From an optimization exercise on the open Yosys and OpenROAD flow, aimed at small area, a short achievable clock period and few clock cycles per item; shortcuts taken in it are not production practice. Function was checked by simulation only, so behaviour that the tests miss may differ from the original. Power figures rest on the tool's default switching activity, not on a simulated workload.

## anchored_undo_stack_top
module anchored_undo_stack_top (
  input  logic                      clk,
  input  logic                      rst,
  input  logic                      start,
  output logic                      busy,
  input  logic [2:0]                operation,
  input  logic [6:0]                in_col,
  input  logic [6:0]                in_row,
  input  logic signed [7:0]         in_value,
  input  logic signed [7:0]         in_mark,
  output logic                      done,
  output logic [1:0]                status,
  output logic [6:0]                out_col,
  output logic [6:0]                out_row,
  output logic signed [7:0]         out_value,
  output logic signed [7:0]         out_mark,
  output logic                      anchor_present,
  output logic                      is_empty,
  output logic [aus_pkg::CNT_W-1:0] fill_count
);
==> module aus_ram, before the edit <==
module aus_ram #(
  parameter int DEPTH  = 64,
  parameter int BODY_W = 22,
  parameter int MARK_W = 8
) (
  input  logic                      clk,
  input  logic                      rst,
  input  logic [DEPTH-1:0]          we_body,
  input  logic [DEPTH-1:0]          we_mark,
  input  logic [BODY_W-1:0]         wbody_enc,
  input  logic [MARK_W-1:0]         wmark_enc,
  input  logic [DEPTH-1:0]          rsel,
  output logic [BODY_W+MARK_W-1:0]  rraw_a,
  output logic [BODY_W+MARK_W-1:0]  rraw_b,
  output logic                      phase
);
  logic [BODY_W-1:0]         body [DEPTH];
  logic [MARK_W-1:0]         mark [DEPTH];
  always_ff @(posedge clk) begin
    if (rst) phase <= 1'b0;
    else     phase <= !phase;
  end
  for (genvar r = 0; r < DEPTH; r++) begin : g_row
    for (genvar b = 0; b < BODY_W; b++) begin : g_body
      aus_bit u_bit (
        .clk   (clk),
        .write (we_body[r]),
        .hold  (!we_body[r]),
        .wenc  (wbody_enc[b]),
        .q     (body[r][b])
      );
    end
    for (genvar b = 0; b < MARK_W; b++) begin : g_mark
      aus_bit u_bit (
        .clk   (clk),
        .write (we_mark[r]),
        .hold  (!we_mark[r]),
        .wenc  (wmark_enc[b]),
        .q     (mark[r][b])
      );
    end
  end
  localparam int NGRP = DEPTH / 3;
  localparam int NREM = DEPTH - 3 * NGRP;
  localparam int NTRM = NGRP + NREM;
  logic [DEPTH-1:0]         col_q [BODY_W+MARK_W];
  logic [NTRM-1:0]          term_n [BODY_W+MARK_W];
  for (genvar b = 0; b < BODY_W + MARK_W; b++) begin : g_col
    for (genvar r = 0; r < DEPTH; r++) begin : g_r
      assign col_q[b][r] = (b < MARK_W) ? mark[r][b] : body[r][b - MARK_W];
    end
    for (genvar g = 0; g < NGRP; g++) begin : g_grp
      aus_rd3 u_rd (
        .sel (rsel[3*g +: 3]),
        .q   (col_q[b][3*g +: 3]),
        .y_n (term_n[b][g])
      );
    end
    for (genvar r = 3 * NGRP; r < DEPTH; r++) begin : g_rem
      assign term_n[b][NGRP + r - 3 * NGRP] = !(rsel[r] && col_q[b][r]);
    end
    assign rraw_a[b] = !(&term_n[b][NTRM/2-1:0]);
    assign rraw_b[b] = !(&term_n[b][NTRM-1:NTRM/2]);
  end
endmodule
Settings: LEC_CHECK=0, CAP_MARGIN=20, CORE_MARGIN=2, CORE_UTILIZATION=45, CTS_CLUSTER_DIAMETER=90, CTS_CLUSTER_SIZE=25, SETUP_SLACK_MARGIN=4.3, SLEW_MARGIN=20, SYNTH_HIERARCHICAL=1; clock period 7.0 ns.
run.sh (not shown) runs the stock make flow with config.mk's settings and CLKGATE_MAP_FILE= SYNTH_SCRIPT=/design/flow/synth_recipe.tcl, a recipe that flattens the netlist after the stock synthesis.
The first run passed the timing, design-rule and antenna checks.
Testbench counts at the start, summed over its fixed seeds: cycles 24,024, items 24,000.
Then changed:
--- a/flow/design.v
+++ b/flow/design.v
@@ -74,25 +74,24 @@
     end
   end
-  localparam int NGRP = DEPTH / 3;
-  localparam int NREM = DEPTH - 3 * NGRP;
-  localparam int NTRM = NGRP + NREM;
+  localparam int NGRP = (DEPTH + 2) / 3;
   logic [DEPTH-1:0]         col_q [BODY_W+MARK_W];
-  logic [NTRM-1:0]          term_n [BODY_W+MARK_W];
+  logic [3*NGRP-1:0]        rsel_pad;
+  logic [NGRP-1:0]          grp_n [BODY_W+MARK_W];
+  assign rsel_pad = {{(3 * NGRP - DEPTH){1'b0}}, rsel};
   for (genvar b = 0; b < BODY_W + MARK_W; b++) begin : g_col
+    logic [3*NGRP-1:0] q_pad;
     for (genvar r = 0; r < DEPTH; r++) begin : g_r
       assign col_q[b][r] = (b < MARK_W) ? mark[r][b] : body[r][b - MARK_W];
     end
+    assign q_pad = {{(3 * NGRP - DEPTH){1'b0}}, col_q[b]};
     for (genvar g = 0; g < NGRP; g++) begin : g_grp
       aus_rd3 u_rd (
-        .sel (rsel[3*g +: 3]),
-        .q   (col_q[b][3*g +: 3]),
-        .y_n (term_n[b][g])
+        .sel (rsel_pad[3*g +: 3]),
+        .q   (q_pad[3*g +: 3]),
+        .y_n (grp_n[b][g])
       );
     end
-    for (genvar r = 3 * NGRP; r < DEPTH; r++) begin : g_rem
-      assign term_n[b][NGRP + r - 3 * NGRP] = !(rsel[r] && col_q[b][r]);
-    end
-    assign rraw_a[b] = !(&term_n[b][NTRM/2-1:0]);
-    assign rraw_b[b] = !(&term_n[b][NTRM-1:NTRM/2]);
+    assign rraw_a[b] = !(&grp_n[b][NGRP/2-1:0]);
+    assign rraw_b[b] = !(&grp_n[b][NGRP-1:NGRP/2]);
   end
 endmodule
Combinational power stays flat.
Utilization rose by 0.26 points.
Cell count rose slightly.
Sequential power hardly moves.
Synthesized cell count rose slightly.
Testbench counts after the change, summed over its fixed seeds: cycles 24,024, items 24,000.

---

== job 7073 ==
Another version of the RTL of anchored_undo_stack_top (not shown whole).
Size: ~5,900 cells after synthesis, ~2,100 flip-flops, ~79 I/O pins, about 0.068 mm2 of cells after synthesis.
==> module aus_ram, before the edit <==
module aus_ram #(
  parameter int DEPTH  = 64,
  parameter int BODY_W = 22,
  parameter int MARK_W = 8
) (
  input  logic                      clk,
  input  logic                      rst,
  input  logic [DEPTH-1:0]          we_body,
  input  logic [DEPTH-1:0]          we_mark,
  input  logic [BODY_W-1:0]         wbody_enc,
  input  logic [MARK_W-1:0]         wmark_enc,
  input  logic [DEPTH-1:0]          rsel,
  output logic [BODY_W+MARK_W-1:0]  rraw,
  output logic                      phase
);
  logic [BODY_W-1:0]         body [DEPTH];
  logic [MARK_W-1:0]         mark [DEPTH];
  always_ff @(posedge clk) begin
    if (rst) phase <= 1'b0;
    else     phase <= !phase;
  end
  for (genvar r = 0; r < DEPTH; r++) begin : g_row
    for (genvar b = 0; b < BODY_W; b++) begin : g_body
      aus_bit u_bit (
        .clk   (clk),
        .write (we_body[r]),
        .hold  (!we_body[r]),
        .wenc  (wbody_enc[b]),
        .q     (body[r][b])
      );
    end
    for (genvar b = 0; b < MARK_W; b++) begin : g_mark
      aus_bit u_bit (
        .clk   (clk),
        .write (we_mark[r]),
        .hold  (!we_mark[r]),
        .wenc  (wmark_enc[b]),
        .q     (mark[r][b])
      );
    end
  end
  localparam int NGRP = (DEPTH + 2) / 3;
  logic [DEPTH-1:0]         col_q [BODY_W+MARK_W];
  logic [3*NGRP-1:0]        rsel_pad;
  logic [NGRP-1:0]          grp_n [BODY_W+MARK_W];
  assign rsel_pad = {{(3 * NGRP - DEPTH){1'b0}}, rsel};
  for (genvar b = 0; b < BODY_W + MARK_W; b++) begin : g_col
    logic [3*NGRP-1:0] q_pad;
    for (genvar r = 0; r < DEPTH; r++) begin : g_r
      assign col_q[b][r] = (b < MARK_W) ? mark[r][b] : body[r][b - MARK_W];
    end
    assign q_pad = {{(3 * NGRP - DEPTH){1'b0}}, col_q[b]};
    for (genvar g = 0; g < NGRP; g++) begin : g_grp
      aus_rd3 u_rd (
        .sel (rsel_pad[3*g +: 3]),
        .q   (q_pad[3*g +: 3]),
        .y_n (grp_n[b][g])
      );
    end
    assign rraw[b] = !(&grp_n[b]);
  end
endmodule
==> module aus_rd3, before the edit <==
module aus_rd3 (
  input  logic [2:0] sel,
  input  logic [2:0] q,
  output logic       y_n
);
  assign y_n = !((sel[0] && q[0]) || (sel[1] && q[1]) || (sel[2] && q[2]));
endmodule
clock: 7.0 ns
lec_check: 0
cap_margin: 20
core_margin: 2
core_utilization: 45
cts_cluster_diameter: 80
cts_cluster_size: 20
setup_slack_margin: 4.3
slew_margin: 20
synth_hierarchical: 1
Job 7073 was carried through to the last stage, and its layout satisfied the timing, design-rule and antenna checks.
Testbench counts of job 7073, summed over its fixed seeds: cycles 24,024, items 24,000.
Input-level comparison between job 9098 and job 7073:
-- flow/design.v --
<<< job 7073, line 73
    end
  end
  localparam int NGRP = (DEPTH + 2) / 3;
  logic [DEPTH-1:0]         col_q [BODY_W+MARK_W];
  logic [3*NGRP-1:0]        rsel_pad;
  logic [NGRP-1:0]          grp_n [BODY_W+MARK_W];
  assign rsel_pad = {{(3 * NGRP - DEPTH){1'b0}}, rsel};
  for (genvar b = 0; b < BODY_W + MARK_W; b++) begin : g_col
    logic [3*NGRP-1:0] q_pad;
    for (genvar r = 0; r < DEPTH; r++) begin : g_r
      assign col_q[b][r] = (b < MARK_W) ? mark[r][b] : body[r][b - MARK_W];
    end
    assign q_pad = {{(3 * NGRP - DEPTH){1'b0}}, col_q[b]};
    for (genvar g = 0; g < NGRP; g++) begin : g_grp
      aus_rd3 u_rd (
        .sel (rsel_pad[3*g +: 3]),
        .q   (q_pad[3*g +: 3]),
        .y_n (grp_n[b][g])
      );
    end
    assign rraw[b] = !(&grp_n[b]);
  end
endmodule
>>> job 9098, line 73
    end
  end
  always_comb begin
    rraw = '0;
    for (int r = 0; r < DEPTH; r++) begin
      rraw = rraw | ({(BODY_W + MARK_W){rsel[r]}} & {body[r], mark[r]});
    end
  end
endmodule
<<< job 7073, line 104
    q <= ~((q | write) & (wenc | hold));
  end
endmodule
module aus_rd3 (
  input  logic [2:0] sel,
  input  logic [2:0] q,
  output logic       y_n
);
  assign y_n = !((sel[0] && q[0]) || (sel[1] && q[1]) || (sel[2] && q[2]));
endmodule
module aus_ctrl (
>>> job 9098, line 90
    q <= ~((q | write) & (wenc | hold));
  end
endmodule
module aus_ctrl (
==> comparison <==
Going from job 7073 to job 9098, met1 global-route usage shrinks by 3.2 points.
Maximum achievable frequency, job 7073 and job 9098: smaller value in job 9098
Wire length, job 9098 vs job 7073: down slightly
Total power delta (job 9098 -> job 7073): insignificant
The post-placement cell count of job 9098 is higher than that of job 7073.
Job 9098 vs job 7073: final critical delay including setup and external delays up
Of job 7073 and job 9098, job 9098 shows the higher wire length on met2, with job 7073 below it.
Testbench counts of job 9098, summed over its fixed seeds: cycles 24,024, items 24,000.

[static timing again, ports no longer ideal]
No port has a modelled driver above. Below, the same layouts with a new extraction and two added sets of constraints. Step 1 assumes that a clkbuf_16 drives the clock port and a buf_2 every other input. Step 2 times the ports against the registers' clock, not the clock port: input delays grow and output delays shrink by t, the midpoint of the rising clock arrivals with the driver on. Slacks: no drivers / after step 1 / after step 2; pairs: no drivers / after step 1.
| run | shift t [ns] | setup slack, ns | worst hold slack (ns) | pins driven straight from the clock port |
|---|---|---|---|---|
| the first run of note 1 | 0.841 | 4.123 / 4.123 / 3.795 | 0.424 / 0.424 / 0.424 | 1 |
| the second run of note 1 | 0.817 | 4.240 / 4.240 / 3.646 | 0.390 / 0.390 / 0.390 | 1 |
| job 7073 | 0.866 | 4.170 / 4.170 / 3.655 | 0.374 / 0.374 / 0.374 | 1 |
| job 9098 | 0.858 | 4.156 / 4.156 / 3.839 | 0.383 / 0.383 / 0.383 | 1 |
After both steps every run listed still meets setup and hold. The setup slack of the second run of note 1, which loses most, moves by 0.000 ns with the drivers and by -0.594 ns with both steps.
